From an optimization exercise on the open Yosys and OpenROAD flow, aimed at small area, a short achievable clock period and few clock cycles per item; shortcuts taken in it are not production practice.
The RTL was checked by simulation tests, not by an equivalence proof against the original design.
No activity file was given, so power comes from the tool's default toggle rates.

the reference run:
==> flow/design.v <==
package terq_pkg;
    typedef enum logic [2:0] {
        ST_PUSHED   = 3'd0,
        ST_DROPPED  = 3'd1,
        ST_EMPTY    = 3'd2,
        ST_WAIT     = 3'd3,
        ST_RELEASED = 3'd4
    } t_status;
    typedef struct packed {
        logic signed [31:0] stamp;
        logic               is_reset;
        logic        [31:0] payload;
    } t_entry;
    localparam logic [30:0] DELAY_MAX = 31'h7FFF_FFFF;
endpackage
module timed_event_replay_queue #(
    parameter int QUEUE_DEPTH = 16
) (
    input  logic               i_clk,
    input  logic               i_rst_n,
    input  logic               i_start,
    output logic               o_busy,
    input  logic               i_action,
    input  logic signed [31:0] i_now_time,
    input  logic signed [31:0] i_event_stamp,
    input  logic               i_event_is_reset,
    input  logic        [31:0] i_event_payload,
    output logic               o_valid,
    output logic        [2:0]  o_status,
    output logic        [30:0] o_wait_delay,
    output logic signed [31:0] o_out_stamp,
    output logic               o_out_is_reset,
    output logic        [31:0] o_out_payload
);
    localparam int MEM_DEPTH = QUEUE_DEPTH - 1;
    localparam int PTR_W     = $clog2(MEM_DEPTH);
    localparam logic [PTR_W-1:0] PTR_LAST = PTR_W'(MEM_DEPTH - 1);
    localparam int MEM_MAX   = QUEUE_DEPTH - 1;    
    localparam int MCNT_W    = $clog2(MEM_MAX + 1);
    localparam logic [MCNT_W-1:0] MEM_FULL = MCNT_W'(MEM_MAX);
    assign o_busy = 1'b0;
    logic        r_in_valid;
    logic        r_in_action;
    logic [31:0] r_in_now;
    logic [31:0] r_in_ela;       
    logic        r_in_drop;      
    logic [64:0]          r_head;             
    logic                 r_hv;               
    logic [64:0]          mem [MEM_DEPTH];
    logic [MEM_DEPTH-1:0] r_rd;               
    logic [PTR_W-1:0]     r_wr;               
    logic [MCNT_W-1:0]    r_mc;               
    logic [31:0]          r_ms, r_tb, r_off;
    logic                 r_ms_set, r_tb_set;
    wire [31:0] h_stamp = r_head[64:33];
    wire        h_isr   = r_head[32];
    logic [64:0] mem_rd;
    always_comb begin
        mem_rd = '0;
        for (int i = 0; i < MEM_DEPTH; i++) mem_rd = mem_rd | (r_rd[i] ? mem[i] : 65'd0);
    end
    wire mem_any  = (r_mc != '0);
    wire [MCNT_W-1:0] mc_inc = r_mc + 1'b1;
    wire [MCNT_W-1:0] mc_dec = r_mc - 1'b1;
    wire not_full = !r_hv || (r_mc != MEM_FULL);
    wire do_poll = r_in_valid && r_in_action && r_hv;
    wire [31:0] now = r_in_now;
    wire [31:0] ela = r_in_ela;               
    wire [31:0] dm1 = ela + ~r_off;           
    wire off_le0 = r_off[31] || (r_off == 32'd0);
    wire signed [31:0] ela_s = ela;
    wire signed [31:0] off_s = r_off;
    wire due_set = ela_s >= off_s;
    wire due     = r_ms_set ? due_set : off_le0;
    wire [31:0] wdel  = r_ms_set ? ~dm1 : r_off;
    wire        sat   = r_ms_set && !r_off[31] && ela[31] && wdel[31];
    wire [30:0] delay = sat ? 31'h7FFF_FFFF : wdel[30:0];
    wire now_pos   = !now[31] && (now != 32'd0);
    wire stamp_pos = !h_stamp[31] && (h_stamp != 32'd0);
    wire release_h = do_poll && due;
    wire rebase    = release_h && h_isr;
    wire cap_ms    = do_poll && (!r_ms_set || rebase);
    wire cap_tb    = do_poll && (!r_tb_set || rebase);
    wire load_head = (release_h || !r_hv) && mem_any;
    wire [31:0] x         = mem_rd[64:33];
    wire [31:0] x_tb      = x - r_tb;
    wire [31:0] x_h       = x - h_stamp;
    wire        tb_from_h = r_hv && (!r_tb_set || h_isr);
    wire        tb_set_nx = tb_from_h ? stamp_pos : r_tb_set;
    wire [31:0] ela_new = i_now_time - now;
    wire [31:0] ela_old = i_now_time - r_ms;
    wire push_in = i_start && !i_action;
    wire room    = not_full || release_h;
    wire push_ok = push_in && room;
    always_ff @(posedge i_clk) begin
        if (!i_rst_n) r_in_valid <= 1'b0;
        else          r_in_valid <= i_start;
    end
    always_ff @(posedge i_clk) begin
        r_in_action <= i_action;
        r_in_now    <= i_now_time;
        r_in_ela    <= (ela_new & {32{cap_ms}}) | (ela_old & {32{!cap_ms}});
        r_in_drop   <= !room;
    end
    always_ff @(posedge i_clk) begin
        if (!i_rst_n) begin
            r_hv     <= 1'b0;
            r_rd     <= MEM_DEPTH'(1);
            r_wr     <= '0;
            r_mc     <= '0;
            r_ms_set <= 1'b0;
            r_tb_set <= 1'b0;
        end else begin
            if (load_head)      r_hv <= 1'b1;
            else if (release_h) r_hv <= 1'b0;
            if (load_head) r_rd <= {r_rd[MEM_DEPTH-2:0], r_rd[MEM_DEPTH-1]};
            if (push_ok)   r_wr <= (r_wr == PTR_LAST) ? '0 : r_wr + 1'b1;
            r_mc <= (mc_inc & {MCNT_W{push_ok && !load_head}})
                  | (mc_dec & {MCNT_W{load_head && !push_ok}})
                  | (r_mc   & {MCNT_W{push_ok == load_head}});
            if (cap_ms) r_ms_set <= now_pos;
            if (cap_tb) r_tb_set <= stamp_pos;
        end
    end
    always_ff @(posedge i_clk) begin
        if (cap_ms) r_ms <= now;
        if (cap_tb) r_tb <= h_stamp;
        if (load_head) begin
            r_head <= mem_rd;
            r_off  <= !tb_set_nx ? 32'd0 : tb_from_h ? x_h : x_tb;
        end
    end
    wire [64:0] in_entry = {i_event_stamp, i_event_is_reset, i_event_payload};
    always_ff @(posedge i_clk) begin
        for (int i = 0; i < MEM_DEPTH; i++) begin
            if (push_in && r_wr == PTR_W'(i) && room) mem[i] <= in_entry;
        end
    end
    logic        r_out_valid;
    logic [2:0]  r_out_status;
    logic [30:0] r_out_delay;
    logic [64:0] r_out_entry;
    always_ff @(posedge i_clk) begin
        if (!i_rst_n) r_out_valid <= 1'b0;
        else          r_out_valid <= r_in_valid;
    end
    always_ff @(posedge i_clk) begin
        if (!r_in_action)  r_out_status <= r_in_drop ? terq_pkg::ST_DROPPED : terq_pkg::ST_PUSHED;
        else if (!r_hv)    r_out_status <= terq_pkg::ST_EMPTY;
        else               r_out_status <= due ? terq_pkg::ST_RELEASED : terq_pkg::ST_WAIT;
        r_out_delay <= (r_in_action && r_hv) ? delay : 31'd0;    
        r_out_entry <= (r_in_action && r_hv) ? r_head : 65'd0;
    end
    assign o_valid        = r_out_valid;
    assign o_status       = r_out_status;
    assign o_wait_delay   = r_out_status[2] ? 31'd0 : r_out_delay;
    assign o_out_stamp    = r_out_entry[64:33];
    assign o_out_is_reset = r_out_entry[32];
    assign o_out_payload  = r_out_entry[31:0];
endmodule
Settings: LEC_CHECK=0, CAP_MARGIN=20, CORE_MARGIN=2, CORE_UTILIZATION=65, CTS_BUF_LIST=sky130_fd_sc_hd__clkbuf_8, CTS_CLUSTER_DIAMETER=150, CTS_CLUSTER_SIZE=14, PLACE_DENSITY=0.8, SETUP_SLACK_MARGIN=5, SLEW_MARGIN=20, TNS_END_PERCENT=2; clock period 9.0 ns.
standard.sh (not shown) runs the stock make flow with config.mk's settings and CLKGATE_MAP_FILE= SYNTH_SCRIPT=/design/flow/synth_recipe.tcl, a recipe that flattens the netlist after the stock synthesis.
==> flow/flow/run.sh <==
#!/bin/bash
# The standard layout, with buf_2 cells as the port buffers (the standard flow's
# buffer_ports picks a slow delay buffer), and a clock tree without dummy loads.
# Everything else is the standard.sh.
set -euo pipefail
export BUFFER_PORTS_ARGS="-buffer_cell sky130_fd_sc_hd__buf_2"
export CTS_ARGS="-sink_clustering_enable -repair_clock_nets -sink_clustering_size 14 -sink_clustering_max_diameter 150 -buf_list sky130_fd_sc_hd__clkbuf_8 -dont_use_dummy_load"
bash standard.sh > standard.log 2>&1
Testbench counts of the reference run, summed over its fixed seeds: cycles 16,016, items 16,000.
The following lists how the trial run was set up differently from the reference run:
--- a/flow/design.v
+++ b/flow/design.v
@@ -31,12 +31,10 @@
     output logic signed [31:0] o_out_stamp,
     output logic               o_out_is_reset,
     output logic        [31:0] o_out_payload
 );
     localparam int MEM_DEPTH = QUEUE_DEPTH - 1;
-    localparam int PTR_W     = $clog2(MEM_DEPTH);
-    localparam logic [PTR_W-1:0] PTR_LAST = PTR_W'(MEM_DEPTH - 1);
     localparam int MEM_MAX   = QUEUE_DEPTH - 1;    
     localparam int MCNT_W    = $clog2(MEM_MAX + 1);
     localparam logic [MCNT_W-1:0] MEM_FULL = MCNT_W'(MEM_MAX);
     assign o_busy = 1'b0;
     logic        r_in_valid;
@@ -46,11 +44,11 @@
     logic        r_in_drop;      
     logic [64:0]          r_head;             
     logic                 r_hv;               
     logic [64:0]          mem [MEM_DEPTH];
     logic [MEM_DEPTH-1:0] r_rd;               
-    logic [PTR_W-1:0]     r_wr;               
+    logic [MEM_DEPTH-1:0] r_wr;               
     logic [MCNT_W-1:0]    r_mc;               
     logic [31:0]          r_ms, r_tb, r_off;
     logic                 r_ms_set, r_tb_set;
     wire [31:0] h_stamp = r_head[64:33];
     wire        h_isr   = r_head[32];
@@ -104,19 +102,19 @@
     end
     always_ff @(posedge i_clk) begin
         if (!i_rst_n) begin
             r_hv     <= 1'b0;
             r_rd     <= MEM_DEPTH'(1);
-            r_wr     <= '0;
+            r_wr     <= MEM_DEPTH'(1);
             r_mc     <= '0;
             r_ms_set <= 1'b0;
             r_tb_set <= 1'b0;
         end else begin
             if (load_head)      r_hv <= 1'b1;
             else if (release_h) r_hv <= 1'b0;
             if (load_head) r_rd <= {r_rd[MEM_DEPTH-2:0], r_rd[MEM_DEPTH-1]};
-            if (push_ok)   r_wr <= (r_wr == PTR_LAST) ? '0 : r_wr + 1'b1;
+            if (push_ok)   r_wr <= {r_wr[MEM_DEPTH-2:0], r_wr[MEM_DEPTH-1]};
             r_mc <= (mc_inc & {MCNT_W{push_ok && !load_head}})
                   | (mc_dec & {MCNT_W{load_head && !push_ok}})
                   | (r_mc   & {MCNT_W{push_ok == load_head}});
             if (cap_ms) r_ms_set <= now_pos;
             if (cap_tb) r_tb_set <= stamp_pos;
@@ -131,11 +129,11 @@
         end
     end
     wire [64:0] in_entry = {i_event_stamp, i_event_is_reset, i_event_payload};
     always_ff @(posedge i_clk) begin
         for (int i = 0; i < MEM_DEPTH; i++) begin
-            if (push_in && r_wr == PTR_W'(i) && room) mem[i] <= in_entry;
+            if (push_in && r_wr[i] && room) mem[i] <= in_entry;
         end
     end
     logic        r_out_valid;
     logic [2:0]  r_out_status;
     logic [30:0] r_out_delay;
==> results.txt <==
The global-route usage of the trial run is lower than that of the reference run. Area fraction in compound gates after synthesis is lower on the reference run. Relative to the reference run, met3 capacity usage during global routing has decreased by 0.97 points in the trial run. The reference run → the trial run: total standard cell area after synthesis increased 0.83%; fraction of area in registers +1.0 points. Where number of vias in the routed layout is concerned, the reference run is better than the trial run. Taking the reference run as the reference point, the number of gates on the worst path with buffers counted of the trial run falls by 1. Compared with the reference run, the trial run shows a number of clock buffer instances in the layout that is about 1% higher. Against the reference run, highest clock rate in the trial run came out worse. As far as cell count is concerned, the trial run and the reference run perform about the same. The reference run consumes more power than the trial run.
Testbench counts of the trial run, summed over its fixed seeds: cycles 16,016, items 16,000.

port drivers added, routing unchanged:
How much do the figures lean on ideal ports? The routed layouts below were timed once more, with nothing changed but the port constraints. Step 1 (the two cells are an assumption about what drives the block):
set clk [get_ports {i_clk}]
set_driving_cell -lib_cell sky130_fd_sc_hd__clkbuf_16 $clk
set_driving_cell -lib_cell sky130_fd_sc_hd__buf_2 [delete_from_list [all_inputs] $clk]
Step 2, shift: input delay + t, output delay - t, t = (earliest + latest rising clock arrival at the registers) / 2. This alone moves slack from input paths to output paths. a / b / c = ideal ports / drivers / drivers and shift; a / b = the first two.
| run | t (ns) | slack for setup (ns) | worst register clock-pin slew, ns | worst slew at a driven data input, ns | cell pins on the clock port's net |
|---|---|---|---|---|---|
| the reference run | 0.794 | 4.897 / 4.897 / 4.171 | 0.12 / 0.12 | 0.14 | 1 |
| the trial run | 0.813 | 4.855 / 4.855 / 4.185 | 0.10 / 0.10 | 0.18 | 1 |
After both steps setup and hold are still met in every run listed. For the reference run, which loses most, drivers alone change the setup slack by 0.000 ns; drivers and shift together by -0.726 ns.
